Context: an optimization exercise on an open-source flow, tuned for small area, a short achievable clock period and few clock cycles per item. The choices shown serve that exercise and are no tape-out recipe. Only simulation tests tie the RTL to the original design; equivalence was not proved. Power and IR drop assume default switching activity.

== run A ==
==> flow/design.v (excerpt) <==
module dcache (
	input  logic        clk,
	input  logic        rst_n,
	input  logic        dp_ren,
	input  logic        dp_wen,
	input  logic        dp_atomic,
	input  logic        dp_halt,
	input  logic [31:0] dp_addr,
	input  logic [31:0] dp_store,
	output logic        dp_hit,
	output logic [31:0] dp_load,
	output logic        dp_flushed,
	output logic        mem_ren,
	output logic        mem_wen,
	output logic [31:0] mem_addr,
	output logic [31:0] mem_store,
	input  logic        mem_busy,
	input  logic [31:0] mem_load
);
clock: 7.5 ns
lec_check: 0
abc_area: 1
cap_margin: 20
core_margin: 2
core_utilization: 60
cts_buf_list: sky130_fd_sc_hd__clkbuf_8
setup_slack_margin: 2.6
slew_margin: 20
tns_end_percent: 5
run.sh (not shown) runs the stock make flow with config.mk's settings and CLKGATE_MAP_FILE= SYNTH_SCRIPT=/design/flow/synth_recipe.tcl, a recipe that flattens the netlist after the stock synthesis.
Testbench counts of run A, summed over its fixed seeds: cycles 18,969, accesses 8,000.
diff inputs: run A => run B
Settings: SETUP_SLACK_MARGIN changed from 2.6 to 2.4.
Run B did not stop at any stage, and its layout met the timing, design-rule and antenna checks.
Against run A as the reference, run B delivers a lower power share of the combinational group.
Looking at minimum clock period, run B sits below run A.
Relative to run A, the maximum frequency measured on run B has increased by a few percent.
As of run B, number of standard cells in the layout, taps in and fillers out had fallen by a few percent compared to run A.
Looking at total power across both flows, run B is the stronger of the two, with run A trailing.
Comparing run B and run A, the lower fraction of power spent switching nets is on run B.
Input-level comparison between run C and run B:
Settings: SETUP_SLACK_MARGIN changed from 2.4 to 2.2.
Findings:
Changes observed in run C relative to run B: relative area change from synthesis to final layout decreased 4.0 points, overall via count from detail_route decreased 2.8%. On switching power, run B loses to run C. Going from run B to run C, the length of routed met2 wiring was found to have gone down by 2.4%. In run C, the global-route usage came out 1.8 points below the value in run B. Routed wire length on run C is ahead of run B.

Another version of the RTL of dcache (not shown whole).
Size: roughly 5600 cells after synthesis, roughly 1500 flip-flops, roughly 200 I/O pins, roughly 69000 µm² of cells after synthesis.
Design dcache, start of the top module:
module dcache (
	input  logic        clk,
	input  logic        rst_n,
	input  logic        dp_ren,
	input  logic        dp_wen,
	input  logic        dp_atomic,
	input  logic        dp_halt,
	input  logic [31:0] dp_addr,
	input  logic [31:0] dp_store,
	output logic        dp_hit,
	output logic [31:0] dp_load,
	output logic        dp_flushed,
	output logic        mem_ren,
	output logic        mem_wen,
	output logic [31:0] mem_addr,
	output logic [31:0] mem_store,
	input  logic        mem_busy,
	input  logic [31:0] mem_load
);
	logic [7:0][1:0][1:0][31:0] dat_q;
	logic [7:0][1:0][25:0] tag_q;
	logic [7:0][1:0] valid_q;
	logic [7:0][1:0] dirty_q;
	logic [7:0] lru_q;
	logic res_valid_q;
	logic [31:0] res_addr_q;
	logic [1:0] cnt_q;
	logic halted_q;
	logic fl_word_q;
	logic fl_any_q;
	logic [2:0] fl_set_q;
	logic fl_way_q;
	logic [25:0] a_tag;
	logic [2:0] a_set;
	logic a_w;
	assign a_tag = dp_addr[31:6];
	assign a_set = dp_addr[5:3];
	assign a_w = dp_addr[2];
	logic flush_mode;
	logic access;
	assign flush_mode = halted_q;
	assign access = (dp_ren | dp_wen) & ~flush_mode;
	logic fl_wen;
	logic fl_clr;
	logic [15:0] dmask;
	logic fl_any;
	logic [2:0] fl_set;
	logic fl_way;
	assign fl_wen = halted_q & fl_any_q;
	assign fl_clr = fl_wen & fl_word_q & ~mem_busy;
	always_comb begin
		dmask = valid_q & dirty_q;
		if (fl_clr) begin
			dmask[{fl_set_q, fl_way_q}] = 1'b0;
		end
		fl_any = |dmask;
		fl_set = '0;
		fl_way = 1'b0;
		for (int i = 15; i >= 0; i--) begin
			if (dmask[i]) begin
				fl_set = 3'(i >> 1);
				fl_way = i[0];
			end
		end
	end
	always_ff @(posedge clk) begin
		fl_any_q <= fl_any;
		fl_set_q <= fl_set;
		fl_way_q <= fl_way;
	end
	logic [2:0] r_set;
	logic r_word;
	assign r_set = flush_mode ? fl_set_q : a_set;
	assign r_word = flush_mode ? fl_word_q : (a_w ^ cnt_q[0]);
	logic [25:0] t0, t1;
	logic [31:0] d0, d1;
	assign t0 = tag_q[r_set][0];
	assign t1 = tag_q[r_set][1];
	assign d0 = dat_q[r_set][0][r_word];
	assign d1 = dat_q[r_set][1][r_word];
	logic lru_cur;
	logic vic_dirty;
	logic [1:0] way_hit;
	logic hit;
	logic [7:0] vd_set;
	always_comb begin
		for (int s = 0; s < 8; s++) begin
			vd_set[s] = lru_q[s] ? (valid_q[s][1] & dirty_q[s][1]) : (valid_q[s][0] & dirty_q[s][0]);
		end
	end
	assign lru_cur = lru_q[a_set];
	assign vic_dirty = vd_set[a_set];
	logic [7:0][1:0] match;
  ...
export LEC_CHECK = 0
export CAP_MARGIN = 20
export CORE_MARGIN = 2
export CORE_UTILIZATION = 70
export PLACE_DENSITY = 0.75
export SETUP_SLACK_MARGIN = 2.0
export SLEW_MARGIN = 20
export TNS_END_PERCENT = 5
create_clock -name core_clock -period 7.5 [get_ports {clk}]
The first run passed the timing, design-rule and antenna checks.
Testbench counts at the start, summed over its fixed seeds: cycles 18,969, accesses 8,000.
Rerun with:
--- a/flow/config.mk
+++ b/flow/config.mk
@@ -8 +8,2 @@
-export CAP_MARGIN = 20
+export ABC_AREA = 1
+export CAP_MARGIN = 10
@@ -10,4 +11,4 @@
-export CORE_UTILIZATION = 70
-export PLACE_DENSITY = 0.75
-export SETUP_SLACK_MARGIN = 2.0
-export SLEW_MARGIN = 20
+export CORE_UTILIZATION = 60
+export CTS_BUF_LIST = sky130_fd_sc_hd__clkbuf_8
+export SETUP_SLACK_MARGIN = 2.4
+export SLEW_MARGIN = 10
Outcome: Cell count climbs by about 25%. Design area climbs by about 3%. Total power climbs by about 0.9%. Sequential power climbs by about 0.6%. Critical path depth climbs by 6. Combinational power climbs by about 17%. Sequential share of layout area drops by 1.5 points.
Rerun with:
--- a/flow/config.mk
+++ b/flow/config.mk
@@ -9 +9 @@
-export CAP_MARGIN = 10
+export CAP_MARGIN = 20
@@ -13,2 +13,2 @@
-export SETUP_SLACK_MARGIN = 2.4
-export SLEW_MARGIN = 10
+export SETUP_SLACK_MARGIN = 2.8
+export SLEW_MARGIN = 20
The changed run produced a clean layout.
Setup slack loses 50 ps.
Via count rose by 2.9%.
Flip-flop and latch count stays the same.
Non-clock buffer count rose by 138.
Count of clock-buffer cells in the layout stays the same.
Combinational power rose by 19%.
Maximum frequency goes down by 0.90%.
Cell count climbs by 1.5%.
Synthesized cell count does not change.
Routed wire length went up by 5.4%.
Rerun with:
--- a/flow/config.mk
+++ b/flow/config.mk
@@ -13 +13 @@
-export SETUP_SLACK_MARGIN = 2.8
+export SETUP_SLACK_MARGIN = 2.4
What happened:
- cell area fell by a few percent
- total power went down by a few percent
- hold slack is worse by 3.9 ps
- cell count came out lower slightly
- global-route usage came out lower by 2.3 points
- critical path depth increases by 1
Rerun with:
--- a/flow/config.mk
+++ b/flow/config.mk
@@ -13 +13 @@
-export SETUP_SLACK_MARGIN = 2.4
+export SETUP_SLACK_MARGIN = 2.0
Cell area is lower by a few percent.
Clock skew went up by 3.2 ps.
Wire length goes down by a few percent.
Count of clock-buffer cells in the layout is unchanged.

[separate check: timing with driven ports]
The flow's constraints put no driver on any port. The routed layouts listed below were extracted and timed again, unchanged, in two steps.
Step 1 (the two cells are an assumption about what drives the block):
set clk [get_ports {clk}]
set_driving_cell -lib_cell sky130_fd_sc_hd__clkbuf_16 $clk
set_driving_cell -lib_cell sky130_fd_sc_hd__buf_2 [delete_from_list [all_inputs] $clk]
Step 2 moves the port delays by t, midway between the first and last clock arrival at a register: inputs arrive t later, outputs are due t later. That takes back most of the time a late clock gives input paths.
Three values: ideal, step 1, step 2; two values: the first two.
| run | shift t [ns] | setup slack, ns | hold WS [ns] | worst register clock-pin slew, ns |
|---|---|---|---|---|
| run A | 1.069 | 1.894 / 1.844 / 1.309 | 0.488 / 0.488 / 0.488 | 0.07 / 0.07 |
| run B | 1.052 | 2.084 / 2.033 / 1.840 | 0.484 / 0.484 / 0.484 | 0.07 / 0.07 |
| run C | 1.059 | 1.882 / 1.859 / 1.743 | 0.486 / 0.486 / 0.486 | 0.07 / 0.07 |
| the first run of note 2 | 0.875 | 1.361 / 1.330 / 0.777 | 0.510 / 0.510 / 0.510 | 0.07 / 0.07 |
| the second run of note 2 | 1.060 | 2.050 / 1.978 / 1.392 | 0.491 / 0.491 / 0.491 | 0.07 / 0.07 |
| the third run of note 2 | 1.053 | 2.000 / 1.846 / 1.277 | 0.494 / 0.494 / 0.494 | 0.07 / 0.07 |
| the fourth run of note 2 | 1.060 | 2.013 / 1.942 / 1.391 | 0.490 / 0.490 / 0.490 | 0.07 / 0.07 |
| the fifth run of note 2 | 1.060 | 1.599 / 1.561 / 1.252 | 0.490 / 0.490 / 0.490 | 0.07 / 0.07 |
After both steps every run listed still meets setup and hold. For the third run of note 2, which loses most, drivers alone change the setup slack by -0.154 ns; drivers and shift together by -0.723 ns.
